This is an optimization exercise on Yosys and OpenROAD, whose aim is small area, a short achievable clock period and few clock cycles per item, not a production implementation. The RTL was checked by simulation tests, not by an equivalence proof against the original design. Power and IR drop assume default switching activity.

==> run a: inputs <==
==> flow/design.v <==
package spq_pkg;
  localparam int unsigned ValW    = 32;
  localparam int unsigned CmdW    = 2;
  localparam int unsigned StatusW = 3;
  localparam logic [CmdW-1:0] CmdInsert = 2'd0;
  localparam logic [CmdW-1:0] CmdDelete = 2'd1;
  localparam logic [CmdW-1:0] CmdList   = 2'd2;
  localparam logic [StatusW-1:0] StDone     = 3'd0;
  localparam logic [StatusW-1:0] StOverflow = 3'd1;
  localparam logic [StatusW-1:0] StEmpty    = 3'd2;
  localparam logic [StatusW-1:0] StNotFound = 3'd3;
  localparam logic [StatusW-1:0] StListed   = 3'd4;
  typedef struct packed {
    logic                   ins;
    logic                   del;
    logic                   rot;
    logic signed [ValW-1:0] val;
  } cell_ctrl_t;
endpackage
module spq_cell (
  input  logic                            clk_i,
  input  logic                            sel_left_i,
  input  logic                            sel_right_i,
  input  logic                            sel_new_i,
  input  logic [spq_pkg::ValW-1:0]        left_i,
  input  logic [spq_pkg::ValW-1:0]        right_i,
  input  logic [spq_pkg::ValW-1:0]        new_i,
  output logic [spq_pkg::ValW-1:0]        val_o
);
  logic [spq_pkg::ValW-1:0] val_q;
  logic                     hold;
  assign hold = !(sel_left_i || sel_right_i || sel_new_i);
  always_ff @(posedge clk_i) begin
    val_q <= ({spq_pkg::ValW{hold}}        & val_q)
           | ({spq_pkg::ValW{sel_left_i}}  & left_i)
           | ({spq_pkg::ValW{sel_right_i}} & right_i)
           | ({spq_pkg::ValW{sel_new_i}}   & new_i);
  end
  assign val_o = val_q;
endmodule
module sorted_priority_queue #(
  parameter int unsigned DEPTH = 32
) (
  input  logic                                   clk_i,
  input  logic                                   rst_ni,
  input  logic                                   in_valid_i,
  output logic                                   in_stall_o,
  input  logic [spq_pkg::CmdW-1:0]               cmd_i,
  input  logic signed [spq_pkg::ValW-1:0]        value_i,
  output logic                                   out_valid_o,
  input  logic                                   out_stall_i,
  output logic [spq_pkg::StatusW-1:0]            status_o,
  output logic signed [spq_pkg::ValW-1:0]        entry_o,
  output logic                                   last_o
);
  localparam int unsigned W    = spq_pkg::ValW;
  localparam int unsigned CntW = $clog2(DEPTH + 1);
  localparam int unsigned RcW  = $clog2(DEPTH);
  function automatic logic go2_f(input logic s2v, input logic lst,
                                 input logic [RcW-1:0] rc, input logic outfull);
    if (lst) go2_f = !outfull && (rc == RcW'(DEPTH - 1));
    else     go2_f = s2v && !outfull;
  endfunction
  logic [W-1:0]       vals [DEPTH];
  logic [DEPTH-1:0]   sel_l, sel_r, sel_n;
  logic                        s1_v_q;
  logic [spq_pkg::CmdW-1:0]    s1_cmd_q;
  logic [W-1:0]                s1_val_q;
  logic                        s2_v_q, ins_q, del_q, lst_q;
  logic [spq_pkg::StatusW-1:0] st_q;
  logic [W-1:0]                s2_val_q;
  logic [DEPTH-1:0]            t_q;
  logic [RcW-1:0]              rc_q;
  logic                        lword_q, plast_q;
  logic [CntW-1:0]             cnt_q;
  logic                        hd_v_q, sk_v_q;
  logic [spq_pkg::StatusW-1:0] hd_st_q, sk_st_q;
  logic [W-1:0]                hd_e_q;
  logic                        hd_l_q, sk_l_q;
  logic                        in_stall_q;
  logic                        out_valid_q, in_stall_po_q;
  logic out_full, ins_go, del_go, lword, rot, go2, push;
  logic [spq_pkg::StatusW-1:0] p_st;
  logic [W-1:0] p_e;
  logic p_l;
  assign out_full = sk_v_q;
  assign ins_go   = ins_q && !out_full;
  assign del_go   = del_q && !out_full;
  assign lword    = lst_q && lword_q;
  assign rot      = lst_q && !out_full;
  assign go2      = go2_f(s2_v_q, lst_q, rc_q, out_full);
  always_comb begin
    if (lst_q) begin
      push = lword && !out_full;
      p_st = spq_pkg::StListed;
      p_e  = vals[0];
      p_l  = plast_q;
    end else begin
      push = s2_v_q && !out_full;
      p_st = st_q;
      p_e  = '0;
      p_l  = 1'b1;
    end
  end
  for (genvar g = 0; g < DEPTH; g++) begin : g_sel
    logic tl;
    if (g == 0) begin : g_first
      assign tl = 1'b0;
    end else begin : g_rest
      assign tl = t_q[g-1];
    end
    assign sel_l[g] = ins_go && tl;
    assign sel_n[g] = ins_go && t_q[g] && !tl;
    assign sel_r[g] = (del_go && t_q[g]) || rot;
  end
  for (genvar g = 0; g < DEPTH; g++) begin : g_cell
    logic [W-1:0] lv, rv;
    if (g == 0) begin : g_first
      assign lv = s2_val_q;
    end else begin : g_mid
      assign lv = vals[g-1];
    end
    if (g == DEPTH - 1) begin : g_last
      assign rv = vals[0];
    end else begin : g_inner
      assign rv = vals[g+1];
    end
    spq_cell u_cell (
      .clk_i       (clk_i),
      .sel_left_i  (sel_l[g]),
      .sel_right_i (sel_r[g]),
      .sel_new_i   (sel_n[g]),
      .left_i      (lv),
      .right_i     (rv),
      .new_i       (s2_val_q),
      .val_o       (vals[g])
    );
  end
  logic s1_go, acc;
  logic [CntW-1:0] cnt_d;
  logic [DEPTH-1:0] le_c, eq_c, le_n, occ_c, occ_d, mask, t_n;
  logic vv_le, vv_eq, any_n, full_d, empty_d;
  logic ins_n, del_n, lst_n;
  logic [spq_pkg::StatusW-1:0] st_n;
  assign s1_go = s1_v_q && (!s2_v_q || go2);
  assign acc   = in_valid_i && !in_stall_q;
  assign cnt_d = ins_go ? cnt_q + 1'b1 : (del_go ? cnt_q - 1'b1 : cnt_q);
  always_comb begin
    for (int i = 0; i < DEPTH; i++) begin
      le_c[i]  = ({!vals[i][W-1], vals[i][W-2:0]} <= {!s1_val_q[W-1], s1_val_q[W-2:0]});
      eq_c[i]  = (vals[i] == s1_val_q);
      occ_c[i] = (CntW'(i) < cnt_q);
      occ_d[i] = (CntW'(i) < cnt_d);
    end
  end
  assign vv_le = ({!s2_val_q[W-1], s2_val_q[W-2:0]} <= {!s1_val_q[W-1], s1_val_q[W-2:0]});
  assign vv_eq = (s2_val_q == s1_val_q);
  always_comb begin
    for (int i = 0; i < DEPTH; i++) begin
      le_n[i] = le_c[i];
      if (sel_l[i]) begin
        le_n[i] = le_c[(i + DEPTH - 1) % DEPTH];
      end else if (sel_r[i]) begin
        le_n[i] = le_c[(i + 1) % DEPTH];
      end else if (sel_n[i]) begin
        le_n[i] = vv_le;
      end
    end
  end
  assign t_n = le_n | ~occ_d;
  always_comb begin
    for (int i = 0; i < DEPTH; i++) begin
      if (rot) begin
        mask[i] = occ_c[(i + DEPTH - 1) % DEPTH];
      end else if (i == 0) begin
        mask[i] = occ_c[i] && !(del_go && t_q[i]);
      end else begin
        mask[i] = occ_c[i] && !(del_go && t_q[i] && !t_q[i-1]);
      end
    end
  end
  assign any_n   = |(eq_c & mask) || (ins_go && vv_eq);
  assign full_d  = (cnt_d == CntW'(DEPTH));
  assign empty_d = (cnt_d == '0);
  always_comb begin
    ins_n = 1'b0;
    del_n = 1'b0;
    lst_n = 1'b0;
    st_n  = spq_pkg::StEmpty;
    case (s1_cmd_q)
      spq_pkg::CmdInsert: begin
        ins_n = !full_d;
        st_n  = full_d ? spq_pkg::StOverflow : spq_pkg::StDone;
      end
      spq_pkg::CmdDelete: begin
        del_n = any_n;
        st_n  = empty_d ? spq_pkg::StEmpty : (any_n ? spq_pkg::StDone : spq_pkg::StNotFound);
      end
      default: begin
        lst_n = !empty_d;
      end
    endcase
  end
  logic        s1_v_d, s2_v_d, lst_d, hd_v_d, sk_v_d, pop, sk_lst, in_stall_d;
  logic        take, from_sk, from_p;
  logic [RcW-1:0] rc_d;
  assign pop    = hd_v_q && !out_stall_i;
  assign sk_lst = (sk_st_q == spq_pkg::StListed);
  assign s1_v_d = (acc && (cmd_i != 2'd3)) || (s1_v_q && !s1_go);
  assign s2_v_d = s1_go || (s2_v_q && !go2);
  assign lst_d  = s1_go ? lst_n : (lst_q && !go2);
  assign rc_d   = rot ? rc_q + 1'b1 : rc_q;
  assign sk_v_d = sk_v_q ? !pop : (hd_v_q && !pop && push);
  assign hd_v_d = (hd_v_q && !pop) || sk_v_q || push;
  assign in_stall_d = s1_v_d && s2_v_d && !go2_f(s2_v_d, lst_d, rc_d, sk_v_d);
  assign take    = !hd_v_q || pop;
  assign from_sk = take && sk_v_q;
  assign from_p  = take && !sk_v_q;
  always_ff @(posedge clk_i or negedge rst_ni) begin
    if (!rst_ni) begin
      s1_v_q     <= 1'b0;
      s2_v_q     <= 1'b0;
      ins_q      <= 1'b0;
      del_q      <= 1'b0;
      lst_q      <= 1'b0;
      cnt_q      <= '0;
      rc_q       <= '0;
      lword_q    <= 1'b0;
      plast_q    <= 1'b0;
      out_valid_q <= 1'b0;
      sk_v_q     <= 1'b0;
      in_stall_q <= 1'b0;
    end else begin
      s1_v_q     <= s1_v_d;
      s2_v_q     <= s2_v_d;
      ins_q      <= s1_go ? ins_n : (ins_q && !go2);
      del_q      <= s1_go ? del_n : (del_q && !go2);
      lst_q      <= lst_d;
      cnt_q      <= cnt_d;
      rc_q       <= rc_d;
      lword_q    <= (CntW'(rc_d) < cnt_d);
      plast_q    <= (CntW'(rc_d) == cnt_d - 1'b1);
      out_valid_q <= hd_v_d;
      sk_v_q     <= sk_v_d;
      in_stall_q <= in_stall_d;
    end
  end
  always_ff @(posedge clk_i) begin
    if (acc) begin
      s1_cmd_q <= cmd_i;
      s1_val_q <= value_i;
    end
    if (s1_go) begin
      s2_val_q <= s1_val_q;
      st_q     <= st_n;
      t_q      <= t_n;
    end
    hd_v_q        <= rst_ni && hd_v_d;
    in_stall_po_q <= rst_ni && in_stall_d;
    hd_st_q <= ({spq_pkg::StatusW{from_sk}} & sk_st_q)
             | ({spq_pkg::StatusW{from_p}}  & p_st)
             | ({spq_pkg::StatusW{!take}}   & hd_st_q);
    hd_e_q  <= ({W{from_sk && sk_lst}} & vals[DEPTH-1])
             | ({W{from_p}}            & p_e)
             | ({W{!take}}             & hd_e_q);
    hd_l_q  <= (from_sk && sk_l_q) || (from_p && p_l) || (!take && hd_l_q);
    if (!sk_v_q) begin
      sk_st_q <= p_st;
      sk_l_q  <= p_l;
    end
  end
  assign in_stall_o  = in_stall_po_q;
  assign out_valid_o = out_valid_q;
  assign status_o    = hd_st_q;
  assign entry_o     = hd_e_q;
  assign last_o      = hd_l_q;
endmodule
==> flow/flow/run.sh <==
#!/bin/bash
set -euo pipefail
bash standard.sh SETUP_SLACK_MARGIN=6.8 finish > standard_flow.log 2>&1
==> flow/standard.sh <==
#!/bin/bash
# synth_recipe.tcl (not shown) runs the flow's synth.tcl, then flattens the netlist and writes it again
# the make line also repeats each setting of config.mk as NAME=value (left out here)
make -C /OpenROAD-flow-scripts/flow DESIGN_CONFIG=/design/flow/config.mk WORK_HOME=/design/flow/orfs CLKGATE_MAP_FILE= SYNTH_SCRIPT=/design/flow/synth_recipe.tcl "${@:-finish}"
==> flow/config.mk <==
export PLATFORM = sky130hd
export DESIGN_NAME = sorted_priority_queue
export DESIGN_NICKNAME = sorted_priority_queue
export VERILOG_FILES = /design/flow/design.v
export SDC_FILE = /design/flow/constraint.sdc
export NUM_CORES = 4
export LEC_CHECK = 0
export CAP_MARGIN = 20
export CORE_MARGIN = 2
export CORE_UTILIZATION = 40
export SLEW_MARGIN = 20
==> flow/constraint.sdc <==
create_clock -name core_clock -period 10.0 [get_ports {clk_i}]
set_input_delay 2.0000 -clock core_clock [delete_from_list [all_inputs] [get_ports {clk_i}]]
set_output_delay 2.0000 -clock core_clock [all_outputs]
set_load 0.01 [all_outputs]
==> run b: changes against run a <==
--- a/flow/design.v
+++ b/flow/design.v
@@ -65,7 +65,7 @@
   logic [DEPTH-1:0]   sel_l, sel_r, sel_n;
   logic                        s1_v_q;
   logic [spq_pkg::CmdW-1:0]    s1_cmd_q;
-  logic [W-1:0]                s1_val_q;
+  logic [W-1:0]                s1_valn_q, s1_val;    
   logic                        s2_v_q, ins_q, del_q, lst_q;
   logic [spq_pkg::StatusW-1:0] st_q;
   logic [W-1:0]                s2_val_q;
@@ -142,19 +142,20 @@
   logic vv_le, vv_eq, any_n, full_d, empty_d;
   logic ins_n, del_n, lst_n;
   logic [spq_pkg::StatusW-1:0] st_n;
+  assign s1_val = ~s1_valn_q;
   assign s1_go = s1_v_q && (!s2_v_q || go2);
   assign acc   = in_valid_i && !in_stall_q;
   assign cnt_d = ins_go ? cnt_q + 1'b1 : (del_go ? cnt_q - 1'b1 : cnt_q);
   always_comb begin
     for (int i = 0; i < DEPTH; i++) begin
-      le_c[i]  = ({!vals[i][W-1], vals[i][W-2:0]} <= {!s1_val_q[W-1], s1_val_q[W-2:0]});
-      eq_c[i]  = (vals[i] == s1_val_q);
+      le_c[i]  = ({!vals[i][W-1], vals[i][W-2:0]} <= {!s1_val[W-1], s1_val[W-2:0]});
+      eq_c[i]  = (vals[i] == s1_val);
       occ_c[i] = (CntW'(i) < cnt_q);
       occ_d[i] = (CntW'(i) < cnt_d);
     end
   end
-  assign vv_le = ({!s2_val_q[W-1], s2_val_q[W-2:0]} <= {!s1_val_q[W-1], s1_val_q[W-2:0]});
-  assign vv_eq = (s2_val_q == s1_val_q);
+  assign vv_le = ({!s2_val_q[W-1], s2_val_q[W-2:0]} <= {!s1_val[W-1], s1_val[W-2:0]});
+  assign vv_eq = (s2_val_q == s1_val);
   always_comb begin
     for (int i = 0; i < DEPTH; i++) begin
       le_n[i] = le_c[i];
@@ -248,10 +249,10 @@
   always_ff @(posedge clk_i) begin
     if (acc) begin
       s1_cmd_q <= cmd_i;
-      s1_val_q <= value_i;
+      s1_valn_q <= ~value_i;
     end
     if (s1_go) begin
-      s2_val_q <= s1_val_q;
+      s2_val_q <= s1_val;
       st_q     <= st_n;
       t_q      <= t_n;
     end
- CELL_PAD_IN_SITES_DETAIL_PLACEMENT: unset -> 1
- CORE_UTILIZATION: 40 -> 50
- CTS_CLUSTER_DIAMETER: unset -> 70
- CTS_CLUSTER_SIZE: unset -> 24
==> run c: changes against run a <==
- CELL_PAD_IN_SITES_DETAIL_PLACEMENT: unset -> 1
- CORE_UTILIZATION: 40 -> 50
- CTS_CLUSTER_DIAMETER: unset -> 70
- CTS_CLUSTER_SIZE: unset -> 24
==> notes <==
In run b the sequential power is lower than in run a, by about 10%. The highest non-clock buffer count belongs to run c, the lowest to run b. Maximum frequency, highest first: run b, run a, run c. The lowest clock skew belongs to run a, the highest to run b. The lowest setup slack belongs to run c, the highest to run b. In run c the synthesized cell count is lower than in run b, by 3.4%. In run c the sequential share of layout area is lower than in run a, by 0.12 points. The lowest combinational power belongs to run b, the highest to run c. Worst hold slack: run b > run c > run a. Total power, lowest first: run b, run a, run c. Flip-flop and latch count is the same in run c and run a.
==> figures <==
quantity	run a	run c	run b
Routability congestion estimate from global placement	0.9619	1.015	0.9621
Fraction of standard cell area in multi-input logic	54.81%	55.51%	55.99%
Total Routing Usage GR	34.80%	47.43%	45.68%
Vias	75,508	80,394	79,070
Routed metal-1 wirelength	124,500 um	133,200 um	133,300 um
Vias in the first global route	69,845	77,127	76,556
Slew of the pin with the lowest slew margin	1.219 ns	1.070 ns	1.127 ns
CP Buf/Inv Count	5	1	3
Wire length of the first global-routing pass	485,300 um	526,200 um	512,900 um
Maximum number of pins on one net before global-route repair	70	70	66
Effective utilization at floorplan	40.23%	50.49%	50.19%
Worst-path clk slew	0.06 ns	0.09 ns	0.09 ns
Run status	complete, no violations	complete, no violations	complete, no violations
PnR worst setup slack	6.502 ns	6.380 ns	6.506 ns
Post-Place Cells	10,181	9,731	10,015
Number of buffers other than clock buffers in the final layout	482	597	439
Critical path endpoint	st_q[1]	del_q	st_q[1]
Core occupancy in the finished layout	47.59%	60.08%	57.41%
HPWL after detailed placement	221,400 um	241,700 um	237,300 um
Internal reg-to-reg setup slack	6.50 ns	6.38 ns	6.51 ns
Clock insertion delay at the later pin of the skew report	0.84 ns	0.80 ns	0.79 ns
Layout cell share with drive strength beyond 1	12.66%	14.73%	11.31%
Power per Cell Area	341.8 nW/um2	345.3 nW/um2	323.4 nW/um2
Testbench counts of run a, summed over its fixed seeds: cycles 45,569, items 24,000.
Testbench counts of run b, summed over its fixed seeds: cycles 45,569, items 24,000.
Testbench counts of run c, summed over its fixed seeds: cycles 45,569, items 24,000.

-- separate check: timing with driven ports --
Ports are ideal in the flow. The routed layouts listed here were re-timed in OpenROAD.
Step 1 sets driving cells, clkbuf_16 on the clock port and buf_2 on the other inputs (assumed; they add their load-dependent delay and slew).
Step 2 adds t to the input delays and takes it off the output delays; t is the mean of the earliest and latest rising clock arrival at the registers after step 1. Input paths then give back, and output paths get back, about the clock's delay inside the block.
Slacks: ideal ports / drivers / drivers and shift; pairs: ideal ports / drivers.
run	t (ns)	setup slack, ns	slew at the worst register clock pin (ns)	worst data-port slew with drivers (ns)	cell pins on the clock port's net
run a	0.917	6.502 / 6.502 / 6.128	0.07 / 0.07	0.07	1
run b	0.851	6.506 / 6.506 / 6.187	0.10 / 0.10	0.05	1
run c	0.865	6.380 / 6.380 / 6.068	0.10 / 0.10	0.07	1
After both steps every run listed still meets setup and hold. For run a, which loses most, drivers alone change the setup slack by 0.000 ns; drivers and shift together by -0.374 ns.
